What follows belongs to an exercise in optimizing a design on an open flow for small area; a production flow would make more cautious choices.
In this exercise RTL edits were held to simulation tests only and were not proved equivalent to the original.
Power and IR drop assume default switching activity.

oak:
Design fifo_queue_with_search_core, start of the top module:
module fifo_queue_with_search_core (
   input  logic                clock,
   input  logic                reset,
   input  logic                req_valid,
   output logic                req_stall,
   input  logic [2:0]          req_command,
   input  logic signed [31:0]  req_item_value,
   input  logic [4:0]          req_position,
   output logic                rsp_valid,
   input  logic                rsp_stall,
   output logic [2:0]          rsp_status,
   output logic signed [31:0]  rsp_read_value,
   output logic [3:0]          rsp_found_position,
   output logic [4:0]          rsp_entry_count,
   output logic                rsp_is_empty_flag
);
   localparam int DEPTH = fqs_pkg::DEPTH;
   localparam int POS_W = fqs_pkg::POS_W;
   localparam int CNT_W = fqs_pkg::CNT_W;
   logic                               accept;
   logic [CNT_W-1:0]                   count_ff;
   logic [CNT_W-1:0]                   count_in;
   logic [POS_W-1:0]                   last;
  ...
Size in the first run: ~91 I/O pins, about 0.026 mm² of cells after synthesis.
clock: 5.0 ns
lec_check: 0
cap_margin: 20
core_margin: 2
core_utilization: 45
gpl_timing_driven: 0
setup_slack_margin: 0.3
slew_margin: 20
standard.sh (not shown) runs the stock make flow with config.mk's settings and CLKGATE_MAP_FILE= SYNTH_SCRIPT=/design/flow/synth_recipe.tcl, a recipe that flattens the netlist after the stock synthesis.
==> flow/flow/run.sh <==
#!/bin/bash
# Layout flow: the standard ORFS flow (standard.sh), with these changes:
#  - the input and output ports are buffered with plain buf cells (buf_2 on
#    inputs, buf_1 on outputs) instead of the delay buffer buffer_ports picks;
#  - the buffers ABC inserted are removed at floorplan, so repair_design
#    buffers the nets that need it after placement;
#  - repair_design after placement may not use the largest buffers;
#  - CTS adds no dummy loads to balance the clock tree.
# Every tool's output goes to the ORFS logs under orfs/logs, and make's own
# output to standard.log in this folder.
set -euo pipefail
FLOW_DIR=$(cd "$(dirname "$0")" && pwd)
export DONT_BUFFER_PORTS=1
export PRE_GLOBAL_PLACE_TCL=$FLOW_DIR/buffer_ports.tcl
export PRE_RESIZE_TCL=$FLOW_DIR/resize_cells.tcl
export REMOVE_ABC_BUFFERS=1
export CTS_ARGS="-sink_clustering_enable -repair_clock_nets -buf_list sky130_fd_sc_hd__clkbuf_16 -sink_clustering_size 34 -sink_clustering_max_diameter 75 -dont_use_dummy_load"
bash standard.sh > standard.log 2>&1
==> flow/flow/buffer_ports.tcl <==
# Buffer every input (but the clock) and every output port.
buffer_ports -inputs -buffer_cell sky130_fd_sc_hd__buf_2
buffer_ports -outputs -buffer_cell sky130_fd_sc_hd__buf_1
==> flow/flow/resize_cells.tcl <==
# Keep repair_design to small buffers.
set_dont_use {sky130_fd_sc_hd__buf_6 sky130_fd_sc_hd__buf_8 sky130_fd_sc_hd__buf_12 sky130_fd_sc_hd__buf_16 sky130_fd_sc_hd__bufbuf_8 sky130_fd_sc_hd__bufbuf_16 sky130_fd_sc_hd__bufinv_8 sky130_fd_sc_hd__bufinv_16 sky130_fd_sc_hd__clkbuf_8 sky130_fd_sc_hd__clkbuf_16}
Input-level comparison between pine and oak:
- an added PLACE_DENSITY of 0.75
- a change of CORE_UTILIZATION from 45 to 60
diff --git a/flow/flow/run.sh b/flow/flow/run.sh
--- a/flow/flow/run.sh
+++ b/flow/flow/run.sh
@@ -16,3 +16,3 @@
 export REMOVE_ABC_BUFFERS=1
-export CTS_ARGS="-sink_clustering_enable -repair_clock_nets -buf_list sky130_fd_sc_hd__clkbuf_16 -sink_clustering_size 34 -sink_clustering_max_diameter 75 -dont_use_dummy_load"
+export CTS_ARGS="-sink_clustering_enable -repair_clock_nets -buf_list sky130_fd_sc_hd__clkbuf_16 -sink_clustering_size 30 -sink_clustering_max_diameter 70 -dont_use_dummy_load"
 bash standard.sh > standard.log 2>&1
==> comparison <==
pine gives less layout overhead on the synthesized area than oak did.
Relative to oak, insertion delay of the later-clocked pin in the worst-skew pair decreased by 0.03 ns in pine.
Higher met1 usage in global routing among pine and oak: pine
Worst setup slack after layout: pine > oak
pine finished every stage and its layout cleared the timing, design-rule and antenna checks.
Looking at sum of buffers and inverters on the critical path, pine sits 5 above oak.
Going from oak to pine, total power went up by 2.2%, post-route cell area went down 0.77%.
Relative to oak, global-route usage over all layers increased by 10 points in pine.
Inputs modified between pine and birch:
- CTS_BUF_LIST newly set to sky130_fd_sc_hd__clkbuf_16
- CTS_CLUSTER_SIZE newly set to 18
- SETUP_SLACK_MARGIN changed from 0.3 to 0.1
- CTS_CLUSTER_DIAMETER newly set to 50
- CORE_UTILIZATION changed from 60 to 45
- PLACE_DENSITY removed (was 0.75)
diff --git a/flow/flow/run.sh b/flow/flow/run.sh
--- a/flow/flow/run.sh
+++ b/flow/flow/run.sh
@@ -6,4 +6,3 @@
 #    buffers the nets that need it after placement;
-#  - repair_design after placement may not use the largest buffers;
-#  - CTS adds no dummy loads to balance the clock tree.
+#  - repair_design after placement may not use the largest buffers.
 # Every tool's output goes to the ORFS logs under orfs/logs, and make's own
@@ -16,3 +15,2 @@
 export REMOVE_ABC_BUFFERS=1
-export CTS_ARGS="-sink_clustering_enable -repair_clock_nets -buf_list sky130_fd_sc_hd__clkbuf_16 -sink_clustering_size 30 -sink_clustering_max_diameter 70 -dont_use_dummy_load"
 bash standard.sh > standard.log 2>&1
==> summary.txt <==
Looking at peak fanout along the critical path, birch sits 4 below pine. A destination of the critical timing path of rsp_read_value[12] is what birch shows, while g_cell[4].u_cell.value_ff[6]$_DFFE_PP_ belongs to pine. From pine to birch the numbers moved as follows: delay contributed by the slowest stage of the critical path went up; relative contribution of combinational cells to total power decreased 1.7 points; total core area has increased.

fifo_queue_with_search_core again, from the RTL that the note above started with.
clock: 5.0 ns
lec_check: 0
cap_margin: 20
core_margin: 2
core_utilization: 45
gpl_timing_driven: 0
setup_slack_margin: 0.3
slew_margin: 20
==> flow/flow/run.sh <==
#!/bin/bash
# Layout flow: the standard ORFS flow (standard.sh), with these changes:
#  - the input and output ports are buffered with plain buf cells (buf_2 on
#    inputs, buf_1 on outputs) instead of the delay buffer buffer_ports picks;
#  - the buffers ABC inserted are removed at floorplan, so repair_design
#    buffers the nets that need it after placement;
#  - before repair_design after placement, logic gates are set to drive 1
#    and repair_design may not use the largest buffers;
#  - CTS adds no dummy loads to balance the clock tree.
# Every tool's output goes to the ORFS logs under orfs/logs, and make's own
# output to standard.log in this folder.
set -euo pipefail
FLOW_DIR=$(cd "$(dirname "$0")" && pwd)
export DONT_BUFFER_PORTS=1
export PRE_GLOBAL_PLACE_TCL=$FLOW_DIR/buffer_ports.tcl
export PRE_RESIZE_TCL=$FLOW_DIR/resize_cells.tcl
export REMOVE_ABC_BUFFERS=1
export CTS_ARGS="-sink_clustering_enable -repair_clock_nets -buf_list sky130_fd_sc_hd__clkbuf_16 -sink_clustering_size 30 -sink_clustering_max_diameter 70 -dont_use_dummy_load"
bash standard.sh > standard.log 2>&1
==> flow/flow/resize_cells.tcl <==
# Keep repair_design to small buffers.
set_dont_use {sky130_fd_sc_hd__buf_6 sky130_fd_sc_hd__buf_8 sky130_fd_sc_hd__buf_12 sky130_fd_sc_hd__buf_16 sky130_fd_sc_hd__bufbuf_8 sky130_fd_sc_hd__bufbuf_16 sky130_fd_sc_hd__bufinv_8 sky130_fd_sc_hd__bufinv_16 sky130_fd_sc_hd__clkbuf_8 sky130_fd_sc_hd__clkbuf_16}

# Start repair from the smallest drive of each logic gate: ABC sized some
# gates up for fanout, which repair_design can do with buffers where needed.
set n_down 0
foreach inst [get_cells *] {
  set master [get_property $inst ref_name]
  if {![regexp {^(sky130_fd_sc_hd__(\w+))_(\d+)$} $master -> stem kind drive]} { continue }
  if {$drive <= 1} { continue }
  if {[regexp {^(buf|clkbuf|dfxtp|edfxtp|dfrtp|tap|fill|decap|conb|clkdlybuf|dlygate)} $kind]} { continue }
  set small [get_lib_cells -quiet */${stem}_1]
  if {$small eq ""} { continue }
  replace_cell $inst [lindex $small 0]
  incr n_down
}
puts "Downsized $n_down gates to drive 1."
Scripts as last shown in full above: flow/flow/buffer_ports.tcl
Edit:
==> flow/flow/run.sh (replaced) <==
#!/bin/bash
# Layout flow: the standard ORFS flow (standard.sh), with these changes:
#  - the input and output ports are buffered with plain buf cells (buf_2 on
#    inputs, buf_1 on outputs) instead of the delay buffer buffer_ports picks;
#  - the buffers ABC inserted are removed at floorplan, so repair_design
#    buffers the nets that need it after placement;
#  - repair_design after placement may not use the largest buffers.
# Every tool's output goes to the ORFS logs under orfs/logs, and make's own
# output to standard.log in this folder.
set -euo pipefail
FLOW_DIR=$(cd "$(dirname "$0")" && pwd)
export DONT_BUFFER_PORTS=1
export PRE_GLOBAL_PLACE_TCL=$FLOW_DIR/buffer_ports.tcl
export PRE_RESIZE_TCL=$FLOW_DIR/resize_cells.tcl
export REMOVE_ABC_BUFFERS=1
bash standard.sh > standard.log 2>&1
==> flow/flow/resize_cells.tcl (replaced) <==
# Keep repair_design to small buffers.
set_dont_use {sky130_fd_sc_hd__buf_6 sky130_fd_sc_hd__buf_8 sky130_fd_sc_hd__buf_12 sky130_fd_sc_hd__buf_16 sky130_fd_sc_hd__bufbuf_8 sky130_fd_sc_hd__bufbuf_16 sky130_fd_sc_hd__bufinv_8 sky130_fd_sc_hd__bufinv_16 sky130_fd_sc_hd__clkbuf_8 sky130_fd_sc_hd__clkbuf_16}
- CTS_BUF_LIST: default -> sky130_fd_sc_hd__clkbuf_16
- CTS_CLUSTER_DIAMETER: default -> 60
- CTS_CLUSTER_SIZE: default -> 24
- SETUP_SLACK_MARGIN: 0.3 -> 0.1
Combinational power stays flat. Core utilization went up by 1.2 points. Cell area went up by a few percent. Maximum frequency went down slightly. Synthesized area stays the same. Hold slack improves by 0.022 ns. Register-to-register slack degrades by 0.02 ns.

## job 3181
fifo_queue_with_search_core, a different RTL version from the one above (not shown whole).
For scale: roughly 1900 cells after synthesis, ~530 flip-flops, about 91 I/O pins, about 0.026 mm2 of cells after synthesis.
Settings: LEC_CHECK=0, CAP_MARGIN=20, CORE_MARGIN=2, CORE_UTILIZATION=40, SLEW_MARGIN=20; clock period 5.0 ns.
run.sh (not shown) runs the stock make flow with config.mk's settings and CLKGATE_MAP_FILE= SYNTH_SCRIPT=/design/flow/synth_recipe.tcl, a recipe that flattens the netlist after the stock synthesis.
Stock flow here: none of the scripts above is used.
Here is what was changed in the inputs of job 2812 compared with job 3181.
# job 3181
export LEC_CHECK = 0
export CAP_MARGIN = 20
export CORE_MARGIN = 2
export CORE_UTILIZATION = 40
export SLEW_MARGIN = 20
create_clock -name core_clock -period 5.0 [get_ports {clock}]
# job 2812
export LEC_CHECK = 0
export CAP_MARGIN = 0
export CORE_MARGIN = 2
export CORE_UTILIZATION = 40
export GPL_TIMING_DRIVEN = 0
export SLEW_MARGIN = 0
create_clock -name core_clock -period 5.0 [get_ports {clock}]
--- outcome ---
- Job 2812: flow complete, layout not clean; failing: capacitance limit, setup timing
- The run showing the smaller normalized max-slew margin is job 2812.
- On utilization of the core after routing: between job 2812 and job 3181, it ends up lower for job 2812.
- Run comparison: job 2812 critical path launch point req_item_value[23]; job 3181 critical path launch point rd_slot_ff[3]$_DFFE_PP_
- The fill cell instance count of the final layout number comes out lower for job 3181 vs job 2812.
What job 2308 does differently from job 2812 at the input level:
# job 2812
export LEC_CHECK = 0
export CAP_MARGIN = 0
export CORE_MARGIN = 2
export CORE_UTILIZATION = 40
export GPL_TIMING_DRIVEN = 0
export SLEW_MARGIN = 0
create_clock -name core_clock -period 5.0 [get_ports {clock}]
# job 2308
export LEC_CHECK = 0
export CAP_MARGIN = 20
export CORE_MARGIN = 2
export CORE_UTILIZATION = 45
export GPL_TIMING_DRIVEN = 0
export SETUP_SLACK_MARGIN = 0.3
export SLEW_MARGIN = 20
create_clock -name core_clock -period 5.0 [get_ports {clock}]
==> flow/flow/run.sh (new file) <==
#!/bin/bash
# Layout flow: the standard ORFS flow (standard.sh), with these changes:
#  - the input and output ports are buffered with plain buf cells (buf_2 on
#    inputs, buf_1 on outputs) instead of the delay buffer buffer_ports picks;
#  - the buffers ABC inserted are removed at floorplan, so repair_design
#    buffers the nets that need it after placement;
#  - repair_design after placement may not use the largest buffers;
#  - CTS adds no dummy loads to balance the clock tree.
# Every tool's output goes to the ORFS logs under orfs/logs, and make's own
# output to standard.log in this folder.
set -euo pipefail
FLOW_DIR=$(cd "$(dirname "$0")" && pwd)
export DONT_BUFFER_PORTS=1
export PRE_GLOBAL_PLACE_TCL=$FLOW_DIR/buffer_ports.tcl
export PRE_RESIZE_TCL=$FLOW_DIR/resize_cells.tcl
export REMOVE_ABC_BUFFERS=1
export CTS_ARGS="-sink_clustering_enable -repair_clock_nets -buf_list sky130_fd_sc_hd__clkbuf_16 -sink_clustering_size 30 -sink_clustering_max_diameter 70 -dont_use_dummy_load"
bash standard.sh > standard.log 2>&1
==> flow/flow/buffer_ports.tcl (new file) <==
# Buffer every input (but the clock) and every output port.
buffer_ports -inputs -buffer_cell sky130_fd_sc_hd__buf_2
buffer_ports -outputs -buffer_cell sky130_fd_sc_hd__buf_1
==> flow/flow/resize_cells.tcl (new file) <==
# Keep repair_design to small buffers.
set_dont_use {sky130_fd_sc_hd__buf_6 sky130_fd_sc_hd__buf_8 sky130_fd_sc_hd__buf_12 sky130_fd_sc_hd__buf_16 sky130_fd_sc_hd__bufbuf_8 sky130_fd_sc_hd__bufbuf_16 sky130_fd_sc_hd__bufinv_8 sky130_fd_sc_hd__bufinv_16 sky130_fd_sc_hd__clkbuf_8 sky130_fd_sc_hd__clkbuf_16}
==> flow/standard.sh (new file) <==
#!/bin/bash
# synth_recipe.tcl (not shown) runs the flow's synth.tcl, then flattens the netlist and writes it again
# the make line also repeats each setting of config.mk as NAME=value (left out here)
make -C /OpenROAD-flow-scripts/flow DESIGN_CONFIG=/design/flow/config.mk WORK_HOME=/design/flow/orfs CLKGATE_MAP_FILE= SYNTH_SCRIPT=/design/flow/synth_recipe.tcl "${@:-finish}"
removed: flow/run.sh
--- outcome ---
Across job 2812 and job 2308, a clean result was obtained everywhere but in job 2812. Re relative contribution of the clock network to total power: job 2812 was higher than job 2308. The run showing the greater final setup TNS is job 2308. Layout multi-input combinational cell count came out exactly the same in job 2812 and job 2308.

[separate check: timing with driven ports]
The flow's constraints put no driver on any port. The routed layouts listed below were extracted and timed again, unchanged, in two steps. Step 1 sets driving cells, clkbuf_16 on the clock port and buf_2 on the other inputs (assumed; they add their load-dependent delay and slew). Step 2 moves the port delays by t, midway between the first and last clock arrival at a register: inputs arrive t later, outputs are due t later. That takes back most of the time a late clock gives input paths. Three values: ideal, step 1, step 2; two values: the first two.
run	t (ns)	slack for setup (ns)	worst setup path after step 2
oak	0.672	0.327 / 0.264 / -0.085	input to register
pine	0.623	0.382 / 0.371 / -0.202	input to register
birch	0.704	0.181 / 0.116 / -0.126	input to register
the first run of note 2	0.629	0.303 / 0.239 / -0.078	input to register
the second run of note 2	0.678	0.211 / 0.145 / -0.067	input to register
job 3181	0.710	0.124 / 0.058 / -0.379	input to register
job 2812	0.706	-0.102 / -0.116 / -0.773	input to register
job 2308	0.623	0.137 / 0.130 / -0.493	input to register
With both steps, setup timing fails in 7 of these runs, where it was met with ideal ports. For job 2812, which loses most, drivers alone change the setup slack by -0.014 ns; drivers and shift together by -0.671 ns.
